From an optimization exercise on the open Yosys and OpenROAD flow, aimed at small area, a short achievable clock period and few clock cycles per item; shortcuts taken in it are not production practice.
The RTL was checked by simulation tests, not by an equivalence proof against the original design.
Power figures rest on the tool's default switching activity, not on a simulated workload.

==> wip/xenon: inputs <==
==> flow/design.v <==
package smpq_pkg;
	localparam int DEF_QUEUE_DEPTH = 16;
	localparam int VALUE_W         = 32;
	localparam int OCC_W           = 5;
	localparam logic [1:0] OP_INSERT = 2'd0;
	localparam logic [1:0] OP_REMOVE = 2'd1;
	localparam logic [1:0] OP_PEEK   = 2'd2;
	localparam logic [1:0] ST_OK    = 2'd0;
	localparam logic [1:0] ST_EMPTY = 2'd1;
	localparam logic [1:0] ST_FULL  = 2'd2;
endpackage
module smpq_ctrl #(
	parameter int DEPTH = smpq_pkg::DEF_QUEUE_DEPTH
) (
	input  logic                         clk,
	input  logic                         arst_n,
	input  logic                         start,
	input  logic [1:0]                   op,
	output logic                         busy,
	output logic                         done,
	output logic [DEPTH-1:0]             occ,        
	output logic                         ins_x,      
	output logic                         rem_x,      
	output logic                         rd_x,       
	output logic [1:0]                   status,
	output logic                         is_empty,
	output logic [smpq_pkg::OCC_W-1:0]   count
);
	logic [DEPTH-1:0] occ_q;
	logic             done_c_q, done_x_q;
	logic             ins_c_q, ins_x_q;
	logic             rem_c_q, rem_x_q;
	logic             rd_c_q, rd_x_q;
	logic [1:0]       st_c_q, st_x_q;
	logic [smpq_pkg::OCC_W-1:0] cnt_x_q;
	logic [smpq_pkg::OCC_W-1:0] cnt_c;
	logic             full;
	logic             empty;
	assign full  = occ_q[DEPTH-1];
	assign empty = !occ_q[0];
	always_comb begin
		cnt_c = '0;
		for (int k = 0; k < DEPTH; k++) begin
			if (occ_q[k]) cnt_c = smpq_pkg::OCC_W'(k + 1);
		end
	end
	always_ff @(posedge clk or negedge arst_n) begin
		if (!arst_n) begin
			occ_q    <= '0;
			done_c_q <= 1'b0;
			done_x_q <= 1'b0;
			ins_c_q  <= 1'b0;
			ins_x_q  <= 1'b0;
			rem_c_q  <= 1'b0;
			rem_x_q  <= 1'b0;
			rd_c_q   <= 1'b0;
			rd_x_q   <= 1'b0;
		end else begin
			done_c_q <= start;
			ins_c_q  <= start && (op == smpq_pkg::OP_INSERT) && !full;
			rem_c_q  <= start && (op == smpq_pkg::OP_REMOVE) && !empty;
			rd_c_q   <= start && (op == smpq_pkg::OP_REMOVE || op == smpq_pkg::OP_PEEK) && !empty;
			done_x_q <= done_c_q;
			ins_x_q  <= ins_c_q;
			rem_x_q  <= rem_c_q;
			rd_x_q   <= rd_c_q;
			if (start) begin
				if (op == smpq_pkg::OP_INSERT && !full) begin
					occ_q <= {occ_q[DEPTH-2:0], 1'b1};
				end else if (op == smpq_pkg::OP_REMOVE && !empty) begin
					occ_q <= {1'b0, occ_q[DEPTH-1:1]};
				end
			end
		end
	end
	always_ff @(posedge clk) begin
		st_c_q <= smpq_pkg::ST_OK;
		if (op == smpq_pkg::OP_INSERT && full) begin
			st_c_q <= smpq_pkg::ST_FULL;
		end else if ((op == smpq_pkg::OP_REMOVE || op == smpq_pkg::OP_PEEK) && empty) begin
			st_c_q <= smpq_pkg::ST_EMPTY;
		end
		st_x_q  <= st_c_q;
		cnt_x_q <= cnt_c;
	end
	assign busy     = 1'b0;
	assign done     = done_x_q;
	assign occ      = occ_q;
	assign ins_x    = ins_x_q;
	assign rem_x    = rem_x_q;
	assign rd_x     = rd_x_q;
	assign status   = st_x_q;
	assign count    = cnt_x_q;
	assign is_empty = (cnt_x_q == '0);
endmodule
module smpq_lt #(
	parameter int W = smpq_pkg::VALUE_W
) (
	input  logic [W-1:0] a,
	input  logic [W-1:0] b,
	output logic         lt
);
	logic [W-1:0] l0, g0;
	always_comb begin
		for (int k = 0; k < W; k++) begin
			if (k == W-1) begin     
				l0[k] = a[k] & ~b[k];
				g0[k] = ~a[k] & b[k];
			end else begin
				l0[k] = ~a[k] & b[k];
				g0[k] = a[k] & ~b[k];
			end
		end
	end
	localparam int LV = $clog2(W);
	logic [W-1:0] l [LV+1];
	logic [W-1:0] g [LV+1];
	assign l[0] = l0;
	assign g[0] = g0;
	genvar n, j;
	generate
		for (n = 1; n <= LV; n++) begin : g_lv
			for (j = 0; j < (W >> n); j++) begin : g_node
				assign l[n][j] = l[n-1][2*j+1] | (~g[n-1][2*j+1] & l[n-1][2*j]);
				assign g[n][j] = g[n-1][2*j+1] | (~l[n-1][2*j+1] & g[n-1][2*j]);
			end
			if ((W >> n) < W) begin : g_pad
				assign l[n][W-1:(W >> n)] = '0;
				assign g[n][W-1:(W >> n)] = '0;
			end
		end
	endgenerate
	assign lt = l[LV][0];
endmodule
module smpq_datapath #(
	parameter int DEPTH = smpq_pkg::DEF_QUEUE_DEPTH
) (
	input  logic                                clk,
	input  logic [smpq_pkg::VALUE_W-1:0]        value,
	input  logic [DEPTH-1:0]                    occ,
	input  logic                                ins_x,
	input  logic                                rem_x,
	input  logic                                rd_x,
	output logic [smpq_pkg::VALUE_W-1:0]        head
);
	localparam int W = smpq_pkg::VALUE_W;
	logic [W-1:0]     val_c_q;
	logic [W-1:0]     val_x_q;
	logic [W-1:0]     entries_q [DEPTH];
	logic [DEPTH-1:0] lt_q;
	logic [DEPTH-1:0] c;        
	logic             cv;       
	logic [DEPTH-1:0] s_hold, s_prev, s_val, s_next;
	logic [DEPTH-1:0] lt_nxt;
	always_ff @(posedge clk) begin
		val_c_q <= value;
		val_x_q <= val_c_q;
	end
	genvar i;
	generate
		for (i = 0; i < DEPTH; i++) begin : g_cmp
			smpq_lt u_lt (.a(entries_q[i]), .b(val_c_q), .lt(c[i]));
		end
	endgenerate
	smpq_lt u_ltv (.a(val_x_q), .b(val_c_q), .lt(cv));
	generate
		for (i = 0; i < DEPTH; i++) begin : g_sel
			if (i == 0) begin : g_first
				assign s_val[i]  = ins_x & ~lt_q[i];
				assign s_prev[i] = 1'b0;
			end else begin : g_rest
				assign s_val[i]  = ins_x & ~lt_q[i] & lt_q[i-1];
				assign s_prev[i] = ins_x & ~lt_q[i] & ~lt_q[i-1];
			end
			if (i < DEPTH-1) begin : g_nl
				assign s_next[i] = rem_x;
				assign s_hold[i] = (ins_x & lt_q[i]) | (~ins_x & ~rem_x);
			end else begin : g_l
				assign s_next[i] = 1'b0;
				assign s_hold[i] = (ins_x & lt_q[i]) | ~ins_x;
			end
		end
	endgenerate
	generate
		for (i = 0; i < DEPTH; i++) begin : g_ltn
			if (i < DEPTH-1) begin : g_v
				assign lt_nxt[i] = occ[i+1] & ((s_hold[i] & c[i]) | (s_val[i] & cv) |
					(s_prev[i] & c[(i == 0) ? 0 : i-1]) | (s_next[i] & c[i+1]));
			end else begin : g_nv
				assign lt_nxt[i] = 1'b0;
			end
		end
	endgenerate
	always_ff @(posedge clk) begin
		lt_q <= lt_nxt;
	end
	generate
		for (i = 0; i < DEPTH; i++) begin : g_cell
			always_ff @(posedge clk) begin
				entries_q[i] <= ({W{s_hold[i]}} & entries_q[i]) |
				                ({W{s_val[i]}}  & val_x_q) |
				                ({W{s_prev[i]}} & entries_q[(i == 0) ? 0 : i-1]) |
				                ({W{s_next[i]}} & entries_q[(i < DEPTH-1) ? i+1 : i]);
			end
		end
	endgenerate
	assign head = rd_x ? entries_q[0] : '0;
endmodule
module sorted_min_priority_queue_core #(
	parameter int QUEUE_DEPTH = smpq_pkg::DEF_QUEUE_DEPTH
) (
	input  logic                         clk,
	input  logic                         arst_n,
	input  logic                         start,
	input  logic [1:0]                   op,
	input  logic [smpq_pkg::VALUE_W-1:0] value,
	output logic                         busy,
	output logic                         done,
	output logic [smpq_pkg::VALUE_W-1:0] head,
	output logic [1:0]                   status,
	output logic                         is_empty,
	output logic [smpq_pkg::OCC_W-1:0]   occupancy
);
	logic [QUEUE_DEPTH-1:0] occ;
	logic                   ins_x;
	logic                   rem_x;
	logic                   rd_x;
	smpq_ctrl #(
		.DEPTH (QUEUE_DEPTH)
	) u_ctrl (
		.clk      (clk),
		.arst_n   (arst_n),
		.start    (start),
		.op       (op),
		.busy     (busy),
		.done     (done),
		.occ      (occ),
		.ins_x    (ins_x),
		.rem_x    (rem_x),
		.rd_x     (rd_x),
		.status   (status),
		.is_empty (is_empty),
		.count    (occupancy)
	);
	smpq_datapath #(
		.DEPTH (QUEUE_DEPTH)
	) u_datapath (
		.clk    (clk),
		.value  (value),
		.occ    (occ),
		.ins_x  (ins_x),
		.rem_x  (rem_x),
		.rd_x   (rd_x),
		.head   (head)
	);
endmodule
module smpq_top (
	input  logic        clk,
	input  logic        arst_n,
	input  logic        start,
	input  logic [1:0]  cmd_op,
	input  logic [31:0] cmd_value,
	output logic        busy,
	output logic        done,
	output logic [31:0] rsp_head,
	output logic [1:0]  rsp_status,
	output logic        rsp_empty,
	output logic [4:0]  rsp_count
);
	sorted_min_priority_queue_core #(
		.QUEUE_DEPTH (16)
	) u_core (
		.clk       (clk),
		.arst_n    (arst_n),
		.start     (start),
		.op        (cmd_op),
		.value     (cmd_value),
		.busy      (busy),
		.done      (done),
		.head      (rsp_head),
		.status    (rsp_status),
		.is_empty  (rsp_empty),
		.occupancy (rsp_count)
	);
endmodule
==> flow/run.sh <==
#!/bin/bash
# synth_recipe.tcl (not shown) runs the flow's synth.tcl, then flattens the netlist and writes it again
# the make line also repeats each setting of config.mk as NAME=value (left out here)
make -C /OpenROAD-flow-scripts/flow DESIGN_CONFIG=/design/flow/config.mk WORK_HOME=/design/flow/orfs CLKGATE_MAP_FILE= SYNTH_SCRIPT=/design/flow/synth_recipe.tcl finish
==> flow/config.mk <==
export PLATFORM = sky130hd
export DESIGN_NAME = smpq_top
export DESIGN_NICKNAME = smpq_top
export VERILOG_FILES = /design/flow/design.v
export SDC_FILE = /design/flow/constraint.sdc
export NUM_CORES = 4
export LEC_CHECK = 0
export CAP_MARGIN = 20
export CORE_MARGIN = 2
export CORE_UTILIZATION = 45
export PLACE_DENSITY = 0.6
export SLEW_MARGIN = 20
==> flow/constraint.sdc <==
create_clock -name core_clock -period 5.0 [get_ports {clk}]
set_input_delay 1.0000 -clock core_clock [delete_from_list [all_inputs] [get_ports {clk}]]
set_output_delay 1.0000 -clock core_clock [all_outputs]
set_load 0.01 [all_outputs]
==> wip/cedar: changes against wip/xenon <==
==> flow/design.v, changed modules only <==
module smpq_ctrl #(
	parameter int DEPTH = smpq_pkg::DEF_QUEUE_DEPTH
) (
	input  logic                         clk,
	input  logic                         arst_n,
	input  logic                         start,
	input  logic [1:0]                   op,
	output logic                         busy,
	output logic                         done,
	output logic [DEPTH-1:0]             occ,        
	output logic                         ins_x,      
	output logic                         rem_x,      
	output logic                         rd_c,       
	output logic [1:0]                   status,
	output logic                         is_empty,
	output logic [smpq_pkg::OCC_W-1:0]   count
);
	logic [DEPTH-1:0] occ_q;
	logic             done_c_q, done_x_q;
	logic             ins_c_q, ins_x_q;
	logic             rem_c_q, rem_x_q;
	logic             rd_c_q;
	logic [1:0]       st_c_q, st_x_q;
	logic [smpq_pkg::OCC_W-1:0] cnt_x_q;
	logic             empty_x_q;
	logic [smpq_pkg::OCC_W-1:0] cnt_c;
	logic             full;
	logic             empty;
	assign full  = occ_q[DEPTH-1];
	assign empty = !occ_q[0];
	always_comb begin
		cnt_c = '0;
		for (int k = 0; k < DEPTH; k++) begin
			if (occ_q[k]) cnt_c = smpq_pkg::OCC_W'(k + 1);
		end
	end
	always_ff @(posedge clk or negedge arst_n) begin
		if (!arst_n) begin
			occ_q    <= '0;
			done_c_q <= 1'b0;
			done_x_q <= 1'b0;
			ins_c_q  <= 1'b0;
			ins_x_q  <= 1'b0;
			rem_c_q  <= 1'b0;
			rem_x_q  <= 1'b0;
			rd_c_q   <= 1'b0;
		end else begin
			done_c_q <= start;
			ins_c_q  <= start && (op == smpq_pkg::OP_INSERT) && !full;
			rem_c_q  <= start && (op == smpq_pkg::OP_REMOVE) && !empty;
			rd_c_q   <= start && (op == smpq_pkg::OP_REMOVE || op == smpq_pkg::OP_PEEK) && !empty;
			done_x_q <= done_c_q;
			ins_x_q  <= ins_c_q;
			rem_x_q  <= rem_c_q;
			if (start) begin
				if (op == smpq_pkg::OP_INSERT && !full) begin
					occ_q <= {occ_q[DEPTH-2:0], 1'b1};
				end else if (op == smpq_pkg::OP_REMOVE && !empty) begin
					occ_q <= {1'b0, occ_q[DEPTH-1:1]};
				end
			end
		end
	end
	always_ff @(posedge clk) begin
		st_c_q <= smpq_pkg::ST_OK;
		if (op == smpq_pkg::OP_INSERT && full) begin
			st_c_q <= smpq_pkg::ST_FULL;
		end else if ((op == smpq_pkg::OP_REMOVE || op == smpq_pkg::OP_PEEK) && empty) begin
			st_c_q <= smpq_pkg::ST_EMPTY;
		end
		st_x_q  <= st_c_q;
		cnt_x_q <= cnt_c;
		empty_x_q <= empty;
	end
	assign busy     = 1'b0;
	assign done     = done_x_q;
	assign occ      = occ_q;
	assign ins_x    = ins_x_q;
	assign rem_x    = rem_x_q;
	assign rd_c     = rd_c_q;
	assign status   = st_x_q;
	assign count    = cnt_x_q;
	assign is_empty = empty_x_q;
endmodule
module smpq_lt #(
	parameter int W = smpq_pkg::VALUE_W
) (
	input  logic [W-1:0] a,
	input  logic [W-1:0] b,
	output logic         lt
);
	logic [W-1:0] aa, bb;
	logic [W:0]   bw;
	assign aa = {~a[W-1], a[W-2:0]};
	assign bb = {~b[W-1], b[W-2:0]};
	assign bw[0] = 1'b0;
	genvar k;
	generate
		for (k = 0; k < W; k++) begin : g_bit
			assign bw[k+1] = (~aa[k] & bb[k]) | (~aa[k] & bw[k]) | (bb[k] & bw[k]);
		end
	endgenerate
	assign lt = bw[W];
endmodule
module smpq_datapath #(
	parameter int DEPTH = smpq_pkg::DEF_QUEUE_DEPTH
) (
	input  logic                                clk,
	input  logic [smpq_pkg::VALUE_W-1:0]        value,
	input  logic [DEPTH-1:0]                    occ,
	input  logic                                ins_x,
	input  logic                                rem_x,
	input  logic                                rd_c,
	output logic [smpq_pkg::VALUE_W-1:0]        head
);
	localparam int W = smpq_pkg::VALUE_W;
	logic [W-1:0]     val_c_q;
	logic [W-1:0]     val_x_q;
	logic [W-1:0]     entries_q [DEPTH];
	logic [W-1:0]     entries_d [DEPTH];
	logic [W-1:0]     head_q;     
	logic [DEPTH-1:0] cmp_q;      
	logic             cv_q;       
	logic [DEPTH-1:0] vld_q;      
	logic [DEPTH-1:0] p_hold_q;   
	logic [DEPTH-1:0] p_prev_q;
	logic [DEPTH-1:0] p_val_q;
	logic             rem_p_q;    
	logic [DEPTH-1:0] c;
	logic             cv;
	logic [DEPTH-1:0] lt;
	logic [DEPTH-1:0] s_hold, s_prev, s_val, s_next;
	always_ff @(posedge clk) begin
		val_c_q <= value;
		val_x_q <= val_c_q;
	end
	genvar i;
	generate
		for (i = 0; i < DEPTH; i++) begin : g_cmp
			smpq_lt u_lt (.a(entries_q[i]), .b(val_c_q), .lt(c[i]));
		end
	endgenerate
	smpq_lt u_ltv (.a(val_x_q), .b(val_c_q), .lt(cv));
	always_ff @(posedge clk) begin
		cmp_q <= c;
		cv_q  <= cv;
		vld_q <= {1'b0, occ[DEPTH-1:1]};
	end
	always_ff @(posedge clk) begin
		p_hold_q <= s_hold;
		p_prev_q <= s_prev;
		p_val_q  <= s_val;
		rem_p_q  <= rem_x;
	end
	function automatic logic [4*DEPTH-1:0] moves(input logic ins, input logic rem,
			input logic [DEPTH-1:0] l);
		logic [DEPTH-1:0] h, p, v, n;
		for (int k = 0; k < DEPTH; k++) begin
			v[k] = ins & ~l[k] & ((k == 0) ? 1'b1 : l[(k == 0) ? 0 : k-1]);
			p[k] = ins & ~l[k] & ((k == 0) ? 1'b0 : ~l[(k == 0) ? 0 : k-1]);
			n[k] = (k < DEPTH-1) ? rem : 1'b0;
			h[k] = (ins & l[k]) | (~ins & ((k < DEPTH-1) ? ~rem : 1'b1));
		end
		moves = {h, p, v, n};
	endfunction
	generate
		for (i = 0; i < DEPTH; i++) begin : g_lt
			if (i < DEPTH-1) begin : g_v
				assign lt[i] = vld_q[i] & ((p_hold_q[i] & cmp_q[i]) | (p_val_q[i] & cv_q) |
					(p_prev_q[i] & cmp_q[(i == 0) ? 0 : i-1]) | (rem_p_q & cmp_q[i+1]));
			end else begin : g_nv
				assign lt[i] = 1'b0;
			end
		end
	endgenerate
	assign {s_hold, s_prev, s_val, s_next} = moves(ins_x, rem_x, lt);
	generate
		for (i = 0; i < DEPTH; i++) begin : g_cell
			assign entries_d[i] = ({W{s_hold[i]}} & entries_q[i]) |
			                      ({W{s_val[i]}}  & val_x_q) |
			                      ({W{s_prev[i]}} & entries_q[(i == 0) ? 0 : i-1]) |
			                      ({W{s_next[i]}} & entries_q[(i < DEPTH-1) ? i+1 : i]);
			always_ff @(posedge clk) begin
				entries_q[i] <= entries_d[i];
			end
		end
	endgenerate
	always_ff @(posedge clk) begin
		head_q <= rd_c ? entries_d[0] : '0;
	end
	assign head = head_q;
endmodule
module sorted_min_priority_queue_core #(
	parameter int QUEUE_DEPTH = smpq_pkg::DEF_QUEUE_DEPTH
) (
	input  logic                         clk,
	input  logic                         arst_n,
	input  logic                         start,
	input  logic [1:0]                   op,
	input  logic [smpq_pkg::VALUE_W-1:0] value,
	output logic                         busy,
	output logic                         done,
	output logic [smpq_pkg::VALUE_W-1:0] head,
	output logic [1:0]                   status,
	output logic                         is_empty,
	output logic [smpq_pkg::OCC_W-1:0]   occupancy
);
	logic [QUEUE_DEPTH-1:0] occ;
	logic                   ins_x;
	logic                   rem_x;
	logic                   rd_c;
	smpq_ctrl #(
		.DEPTH (QUEUE_DEPTH)
	) u_ctrl (
		.clk      (clk),
		.arst_n   (arst_n),
		.start    (start),
		.op       (op),
		.busy     (busy),
		.done     (done),
		.occ      (occ),
		.ins_x    (ins_x),
		.rem_x    (rem_x),
		.rd_c     (rd_c),
		.status   (status),
		.is_empty (is_empty),
		.count    (occupancy)
	);
	smpq_datapath #(
		.DEPTH (QUEUE_DEPTH)
	) u_datapath (
		.clk    (clk),
		.value  (value),
		.occ    (occ),
		.ins_x  (ins_x),
		.rem_x  (rem_x),
		.rd_c   (rd_c),
		.head   (head)
	);
endmodule
- CTS_CLUSTER_DIAMETER: default -> 100
- CTS_CLUSTER_SIZE: default -> 24
- SETUP_SLACK_MARGIN: default -> 2.8
==> wip/fjord: changes against wip/xenon <==
==> flow/design.v, changed modules only <==
module smpq_lt #(
	parameter int W = smpq_pkg::VALUE_W
) (
	input  logic [W-1:0] a,
	input  logic [W-1:0] b,
	output logic         lt
);
	logic [W-1:0] aa, bb;
	logic [W:0]   bw;
	assign aa = {~a[W-1], a[W-2:0]};
	assign bb = {~b[W-1], b[W-2:0]};
	assign bw[0] = 1'b0;
	genvar k;
	generate
		for (k = 0; k < W; k++) begin : g_bit
			assign bw[k+1] = (~aa[k] & bb[k]) | (~aa[k] & bw[k]) | (bb[k] & bw[k]);
		end
	endgenerate
	assign lt = bw[W];
endmodule
- SETUP_SLACK_MARGIN: default -> 2.5
==> summary.txt <==
wip/xenon went through all stages and came out clean. wip/fjord completed with no timing, DRC or antenna violations. wip/cedar completed without violations.
In sequential power, wip/cedar and wip/fjord hardly differ.
Maximum frequency: wip/cedar > wip/fjord > wip/xenon.
The lowest setup slack belongs to wip/xenon, the highest to wip/cedar.
Total power: wip/fjord is higher than wip/cedar (18%).
Sequential share of layout area: wip/xenon < wip/fjord < wip/cedar.
Between wip/xenon and wip/fjord, the lower non-clock buffer count is in wip/xenon (gap 72).
Testbench counts of wip/xenon, summed over its fixed seeds: cycles 8,016, items 8,000.
Testbench counts of wip/cedar, summed over its fixed seeds: cycles 8,016, items 8,000.
Testbench counts of wip/fjord, summed over its fixed seeds: cycles 8,016, items 8,000.

-- port drivers added, routing unchanged --
The results above use ideal ports. As a check the final layouts listed here were re-extracted and re-timed, cells and wires unchanged. Step 1 assumes that a clkbuf_16 drives the clock port and a buf_2 every other input. Step 2, shift: input delay + t, output delay - t, t = (earliest + latest rising clock arrival at the registers) / 2. This alone moves slack from input paths to output paths. Three values: ideal, step 1, step 2; two values: the first two.
run | shift t [ns] | setup slack, ns | hold WS [ns] | clock arrival spread, ns | worst slew at a driven data input, ns
wip/xenon | 0.699 | 0.660 / 0.660 / 0.660 | 0.326 / 0.326 / 0.326 | 0.025 / 0.024 | 0.05
wip/cedar | 0.665 | 2.743 / 2.743 / 2.355 | 0.337 / 0.298 / 0.337 | 0.037 / 0.037 | 0.06
wip/fjord | 0.682 | 1.997 / 1.997 / 1.997 | 0.316 / 0.316 / 0.316 | 0.043 / 0.043 | 0.03
After both steps every run listed still meets setup and hold. For wip/cedar, which loses most, drivers alone change the setup slack by 0.000 ns; drivers and shift together by -0.388 ns.
